What follows belongs to an exercise in optimizing a design on an open flow for small area, a short achievable clock period and few clock cycles per item; a production flow would make more cautious choices. Function was checked by simulation only, so behaviour that the tests miss may differ from the original.

## astar_open_sort_top
module astar_open_sort_top (
	input  logic                Clk,
	input  logic                Reset,
	input  logic                node_valid,
	output logic                node_ready,
	input  logic [8-1:0] node_x,
	input  logic [8-1:0] node_y,
	input  logic [8-1:0] start_x,
	input  logic [8-1:0] start_y,
	input  logic [8-1:0] goal_x,
	input  logic [8-1:0] goal_y,
	input  logic                sort_start,
	output logic                out_valid,
	input  logic                out_ready,
	output logic [8-1:0] out_x,
	output logic [8-1:0] out_y,
	output logic [10-1:0]  out_cost,
	output logic                out_last,
	output logic                busy
);
	localparam int N  = 16;
	localparam int EW = 2*8 + 10;    
	logic                a_v;
	logic [8-1:0] a_x, a_y;
	logic [8-1:0] a_gdx, a_gdy, a_sdx, a_sdy;
	logic                a_gsw, a_ssw;
	logic                b_v;
	logic [8-1:0] b_x, b_y;
	logic [10-1:0]  b_c;
	logic [8-1:0] e_x [N];
	logic [8-1:0] e_y [N];
	logic [10-1:0]  e_c [N];
	logic [5-1:0] cnt;         
	logic                busy_r;      
  ...
Size: roughly 2,600 cells after synthesis, about 83 I/O pins, ~24,000 µm² of cells after synthesis.
clock: 13.0 ns
lec_check: 0
cap_margin: 20
core_margin: 2
core_utilization: 40
slew_margin: 20
standard.sh (not shown) runs the stock make flow with config.mk's settings and CLKGATE_MAP_FILE= SYNTH_SCRIPT=/design/flow/synth_recipe.tcl, a recipe that flattens the netlist after the stock synthesis.
==> flow/flow/run.sh <==
#!/bin/bash
# Layout flow: the standard flow (standard.sh) with these changes:
#  - synthesis: Yosys's synth runs without its generic ABC pass (-noabc), so
#    the adder extraction sees the full adders as written; each module is mapped on its own (SYNTH_HIERARCHICAL=1; all
#    registers sit in the top module, so their names are the standard ones) and
#    ABC maps with flow/map.abc (choice-based mapping with extra area recovery;
#    buffering and sizing; placement's repair buffers and sizes instead).
#    Registers are mapped before ABC, exactly as in the standard synthesis.
#  - timing repair aims SETUP_SLACK_MARGIN below the clock period.
#  - clock tree: smaller buffers, no dummy loads.
# Each tool's full output stays in orfs/logs/; make's output in standard_flow.log.
set -euo pipefail
W=$PWD
MARGIN=7.4
CTS="-sink_clustering_enable -repair_clock_nets -dont_use_dummy_load -buf_list sky130_fd_sc_hd__clkbuf_4 -sink_clustering_size 10 -sink_clustering_max_diameter 45"
EXTRA=(BUFFER_PORTS_ARGS="-buffer_cell sky130_fd_sc_hd__buf_1")
sed 's|^source \$::env(SCRIPTS_DIR)/synth_preamble.tcl$|&\nset abc_args [lreplace $abc_args 1 1 '"$W"'/flow/map.abc]|' \
	"$FLOW_HOME/scripts/synth.tcl" > "$W/map_synth.tcl"
grep -q "flow/map.abc" "$W/map_synth.tcl"
sed -e 's|^source \$::env(SCRIPTS_DIR)/synth.tcl$|source '"$W"'/map_synth.tcl|' \
	-e 's|^proc synth {args} { yosys synth -nofsm -noshare {\*}\$args }$|proc synth {args} { yosys synth -nofsm -noshare -noabc {*}$args }|' \
	"$W/synth_recipe.tcl" > "$W/map_synth_recipe.tcl"
grep -q "map_synth.tcl" "$W/map_synth_recipe.tcl"
grep -q -- "-noabc" "$W/map_synth_recipe.tcl"
bash standard.sh SYNTH_SCRIPT="$W/map_synth_recipe.tcl" SYNTH_HIERARCHICAL=1 \
	SETUP_SLACK_MARGIN="$MARGIN" CTS_ARGS="$CTS" "${EXTRA[@]}" \
	finish > standard_flow.log 2>&1
==> flow/flow/map.abc <==
&get -n
&st
&dch
&nf -R 1000
&put
The first run finished with timing, DRC and antenna clean.
Testbench counts at the start, summed over its fixed seeds: cycles 29,278, batches 1,280.
Then changed:
--- a/flow/flow/run.sh
+++ b/flow/flow/run.sh
@@ -5,3 +5,3 @@
 #    registers sit in the top module, so their names are the standard ones) and
-#    ABC maps with flow/map.abc (choice-based mapping with extra area recovery;
+#    ABC maps with flow/map.abc (the standard speed script without ABC's own
 #    buffering and sizing; placement's repair buffers and sizes instead).
@@ -14,3 +14,3 @@
 MARGIN=7.4
-CTS="-sink_clustering_enable -repair_clock_nets -dont_use_dummy_load -buf_list sky130_fd_sc_hd__clkbuf_4 -sink_clustering_size 10 -sink_clustering_max_diameter 45"
+CTS="-sink_clustering_enable -repair_clock_nets -dont_use_dummy_load -buf_list sky130_fd_sc_hd__clkbuf_8 -sink_clustering_size 14 -sink_clustering_max_diameter 60"
 EXTRA=(BUFFER_PORTS_ARGS="-buffer_cell sky130_fd_sc_hd__buf_1")
==> flow/flow/map.abc (replaced) <==
&get -n
&st
&dch
&nf
&put
After rerunning: Utilization goes up by 0.45 points. Wire length goes up by 2.4%. Synthesized cell count goes up by 1.2%. Maximum frequency goes up by 0.60%. Cell area goes up by 1.8%. First-iteration DRC count goes down by 7.0%. Final cell count barely changes. Clock skew goes down by 0.016 ns. Setup slack is better by 0.034 ns.
Then changed:
--- a/flow/flow/run.sh
+++ b/flow/flow/run.sh
@@ -14,3 +14,3 @@
 MARGIN=7.4
-CTS="-sink_clustering_enable -repair_clock_nets -dont_use_dummy_load -buf_list sky130_fd_sc_hd__clkbuf_8 -sink_clustering_size 14 -sink_clustering_max_diameter 60"
+CTS="-sink_clustering_enable -repair_clock_nets -dont_use_dummy_load -buf_list sky130_fd_sc_hd__clkbuf_4 -sink_clustering_size 8 -sink_clustering_max_diameter 40"
 EXTRA=(BUFFER_PORTS_ARGS="-buffer_cell sky130_fd_sc_hd__buf_1")
Outcome: Flip-flop and latch count does not change; setup slack hardly moves; via count climbs by 0.86%; wire length rose by 0.40%; area after synthesis does not change; die area stays the same; global-route usage climbs by 0.22 points.

Setup of maple:
astar_open_sort_top, a different RTL version from the one above (not shown whole).
Size: about 2,700 cells after synthesis, ~24,000 um^2 of cells after synthesis.
clock: 13.0 ns
lec_check: 0
cap_margin: 20
core_margin: 2
core_utilization: 40
slew_margin: 20
==> flow/flow/run.sh <==
#!/bin/bash
# Layout flow: the standard flow (standard.sh) with these changes:
#  - synthesis: each module is mapped on its own (SYNTH_HIERARCHICAL=1; all
#    registers sit in the top module, so their names are the standard ones) and
#    ABC maps with flow/map.abc (the standard speed script without ABC's own
#    buffering and sizing; placement's repair buffers and sizes instead).
#    Registers are mapped before ABC, exactly as in the standard synthesis.
#  - timing repair aims SETUP_SLACK_MARGIN below the clock period.
#  - clock tree: smaller buffers, no dummy loads.
# Each tool's full output stays in orfs/logs/; make's output in standard_flow.log.
set -euo pipefail
W=$PWD
MARGIN=7.6
CTS="-sink_clustering_enable -repair_clock_nets -dont_use_dummy_load -buf_list sky130_fd_sc_hd__clkbuf_8 -sink_clustering_size 14 -sink_clustering_max_diameter 60"
EXTRA=(BUFFER_PORTS_ARGS="-buffer_cell sky130_fd_sc_hd__buf_1")
sed 's|^source \$::env(SCRIPTS_DIR)/synth_preamble.tcl$|&\nset abc_args [lreplace $abc_args 1 1 '"$W"'/flow/map.abc]|' \
	"$FLOW_HOME/scripts/synth.tcl" > "$W/map_synth.tcl"
grep -q "flow/map.abc" "$W/map_synth.tcl"
sed 's|^source \$::env(SCRIPTS_DIR)/synth.tcl$|source '"$W"'/map_synth.tcl|' "$W/synth_recipe.tcl" > "$W/map_synth_recipe.tcl"
grep -q "map_synth.tcl" "$W/map_synth_recipe.tcl"
bash standard.sh SYNTH_SCRIPT="$W/map_synth_recipe.tcl" SYNTH_HIERARCHICAL=1 \
	SETUP_SLACK_MARGIN="$MARGIN" CTS_ARGS="$CTS" "${EXTRA[@]}" \
	finish > standard_flow.log 2>&1
==> flow/flow/map.abc <==
&get -n
&st
&dch
&nf
&put
Testbench counts of maple, summed over its fixed seeds: cycles 29,278, batches 1,280.
Edits applied to the flow inputs when going from maple to tundra:
Settings: swapping 40 for 50 in CORE_UTILIZATION.
diff --git a/flow/flow/run.sh b/flow/flow/run.sh
--- a/flow/flow/run.sh
+++ b/flow/flow/run.sh
@@ -3 +3,2 @@
-#  - synthesis: each module is mapped on its own (SYNTH_HIERARCHICAL=1; all
+#  - synthesis: Yosys's synth runs without its generic ABC pass (-noabc), so
+#    the adder extraction sees the full adders as written; each module is mapped on its own (SYNTH_HIERARCHICAL=1; all
@@ -13 +14 @@
-MARGIN=7.6
+MARGIN=7.4
@@ -19 +20,3 @@
-sed 's|^source \$::env(SCRIPTS_DIR)/synth.tcl$|source '"$W"'/map_synth.tcl|' "$W/synth_recipe.tcl" > "$W/map_synth_recipe.tcl"
+sed -e 's|^source \$::env(SCRIPTS_DIR)/synth.tcl$|source '"$W"'/map_synth.tcl|' \
+	-e 's|^proc synth {args} { yosys synth -nofsm -noshare {\*}\$args }$|proc synth {args} { yosys synth -nofsm -noshare -noabc {*}$args }|' \
+	"$W/synth_recipe.tcl" > "$W/map_synth_recipe.tcl"
@@ -20,0 +24 @@
+grep -q -- "-noabc" "$W/map_synth_recipe.tcl"
### Flow results
- Global routing met1 resource utilization: tundra and maple compared, lower one is maple
- On proportion of synthesized area in mux cells, maple tracks tundra almost exactly.
- Lower placed standard-cell area was reported by tundra, not maple.
- Comparing share of cells above drive strength 1 for tundra and maple, the bigger number came from maple.
- Taking maple as the reference point, the minimum clock period after layout of tundra rises by 0.0061 ns.
- Final critical-path setup slack ends up higher on maple.
- Between tundra and maple, utilization is higher for tundra, maple comes in under that.
What pepper does differently from tundra at the input level:
Settings: CORE_UTILIZATION now 40, was 50.
==> flow/flow/run.sh <==
#!/bin/bash
# Standard layout with two changes:
#  - synthesis maps logic with flow/map.abc (ABC without its own buffering
#    and sizing; the placer's repair sizes and buffers instead). Registers
#    are mapped before ABC, exactly as in the standard synthesis.
#  - timing repair aims SETUP_SLACK_MARGIN below the clock period.
set -euo pipefail
W=$PWD
sed 's|^source \$::env(SCRIPTS_DIR)/synth_preamble.tcl$|&\nset abc_args [lreplace $abc_args 1 1 '"$W"'/flow/map.abc]|' \
	"$FLOW_HOME/scripts/synth.tcl" > "$W/map_synth.tcl"
grep -q "flow/map.abc" "$W/map_synth.tcl"
sed 's|^source \$::env(SCRIPTS_DIR)/synth.tcl$|source '"$W"'/map_synth.tcl|' "$W/synth_recipe.tcl" > "$W/map_synth_recipe.tcl"
grep -q "map_synth.tcl" "$W/map_synth_recipe.tcl"
bash standard.sh SYNTH_SCRIPT="$W/map_synth_recipe.tcl" SETUP_SLACK_MARGIN=7.4 SYNTH_HIERARCHICAL=1 \
	CTS_ARGS="-sink_clustering_enable -repair_clock_nets -dont_use_dummy_load -buf_list sky130_fd_sc_hd__clkbuf_8 -sink_clustering_size 14 -sink_clustering_max_diameter 60" \
	finish > standard_flow.log 2>&1
Results
- On xor-xnor portion of the synthesized cell area, tundra and pepper are neck and neck.
- Routed wire length, tundra and pepper, higher one = pepper.
- The layout cell share with drive strength beyond 1 number comes out lower for tundra vs pepper.
- pepper against tundra: highest clock rate saw little to no change; insertion delay to the later sink of the worst-skew pair saw little to no change; number of DRC violations after detailed-routing iteration 0 saw an increase; number of multi-input logic gates saw a decrease; total global routing track utilization saw a decrease.
#### Input delta (raven over pepper)
==> flow/flow/run.sh <==
#!/bin/bash
# Layout flow: the standard flow (standard.sh) with these changes:
#  - synthesis: Yosys's synth runs without its generic ABC pass (-noabc), so
#    the adder extraction sees the full adders as written; each module is mapped on its own (SYNTH_HIERARCHICAL=1; all
#    registers sit in the top module, so their names are the standard ones) and
#    ABC maps with flow/map.abc (the standard speed script without ABC's own
#    buffering and sizing; placement's repair buffers and sizes instead).
#    Registers are mapped before ABC, exactly as in the standard synthesis.
#  - timing repair aims SETUP_SLACK_MARGIN below the clock period.
#  - clock tree: smaller buffers, no dummy loads.
# Each tool's full output stays in orfs/logs/; make's output in standard_flow.log.
set -euo pipefail
W=$PWD
MARGIN=7.4
CTS="-sink_clustering_enable -repair_clock_nets -dont_use_dummy_load -buf_list sky130_fd_sc_hd__clkbuf_8 -sink_clustering_size 14 -sink_clustering_max_diameter 60"
EXTRA=(BUFFER_PORTS_ARGS="-buffer_cell sky130_fd_sc_hd__buf_1")
sed 's|^source \$::env(SCRIPTS_DIR)/synth_preamble.tcl$|&\nset abc_args [lreplace $abc_args 1 1 '"$W"'/flow/map.abc]|' \
	"$FLOW_HOME/scripts/synth.tcl" > "$W/map_synth.tcl"
grep -q "flow/map.abc" "$W/map_synth.tcl"
sed -e 's|^source \$::env(SCRIPTS_DIR)/synth.tcl$|source '"$W"'/map_synth.tcl|' \
	-e 's|^proc synth {args} { yosys synth -nofsm -noshare {\*}\$args }$|proc synth {args} { yosys synth -nofsm -noshare -noabc {*}$args }|' \
	"$W/synth_recipe.tcl" > "$W/map_synth_recipe.tcl"
grep -q "map_synth.tcl" "$W/map_synth_recipe.tcl"
grep -q -- "-noabc" "$W/map_synth_recipe.tcl"
bash standard.sh SYNTH_SCRIPT="$W/map_synth_recipe.tcl" SYNTH_HIERARCHICAL=1 \
	SETUP_SLACK_MARGIN="$MARGIN" CTS_ARGS="$CTS" "${EXTRA[@]}" \
	finish > standard_flow.log 2>&1
### Flow results
From pepper to raven the numbers moved as follows: total half-perimeter wirelength after legalization and detailed placement now smaller, worst setup slack after layout now larger, non-clock buffer count saw a decrease, proportion of cell area occupied by registers moved up.
Per the comparison of raven with pepper, share of the synthesized area in compound gates (AO/OA/AOI/OAI) now sits higher, utilization now sits lower.

==> static timing again, ports no longer ideal <==
In the flow no input, the clock included, has a driving cell. The finished layouts below were timed again as built, in two steps. Step 1 sets driving cells, clkbuf_16 on the clock port and buf_2 on the other inputs (assumed; they add their load-dependent delay and slew). Step 2 adds t to the input delays and takes it off the output delays; t is the mean of the earliest and latest rising clock arrival at the registers after step 1. Input paths then give back, and output paths get back, about the clock's delay inside the block. Three values: no drivers, after step 1, after step 2; two values: the first two.
run	shift t [ns]	setup WS [ns]	pins driven straight from the clock port
the first run of note 1	0.848	7.396 / 7.364 / 7.042	1
the second run of note 1	0.677	7.430 / 7.393 / 7.121	1
the third run of note 1	0.879	7.430 / 7.393 / 7.161	1
maple	0.689	7.401 / 7.369 / 7.018	1
tundra	0.696	7.395 / 7.364 / 6.911	1
pepper	0.686	7.381 / 7.380 / 6.718	1
raven	0.698	7.418 / 7.386 / 6.855	1
After both steps setup and hold are still met in every run listed. For pepper, which loses most, drivers alone change the setup slack by -0.001 ns; drivers and shift together by -0.663 ns.
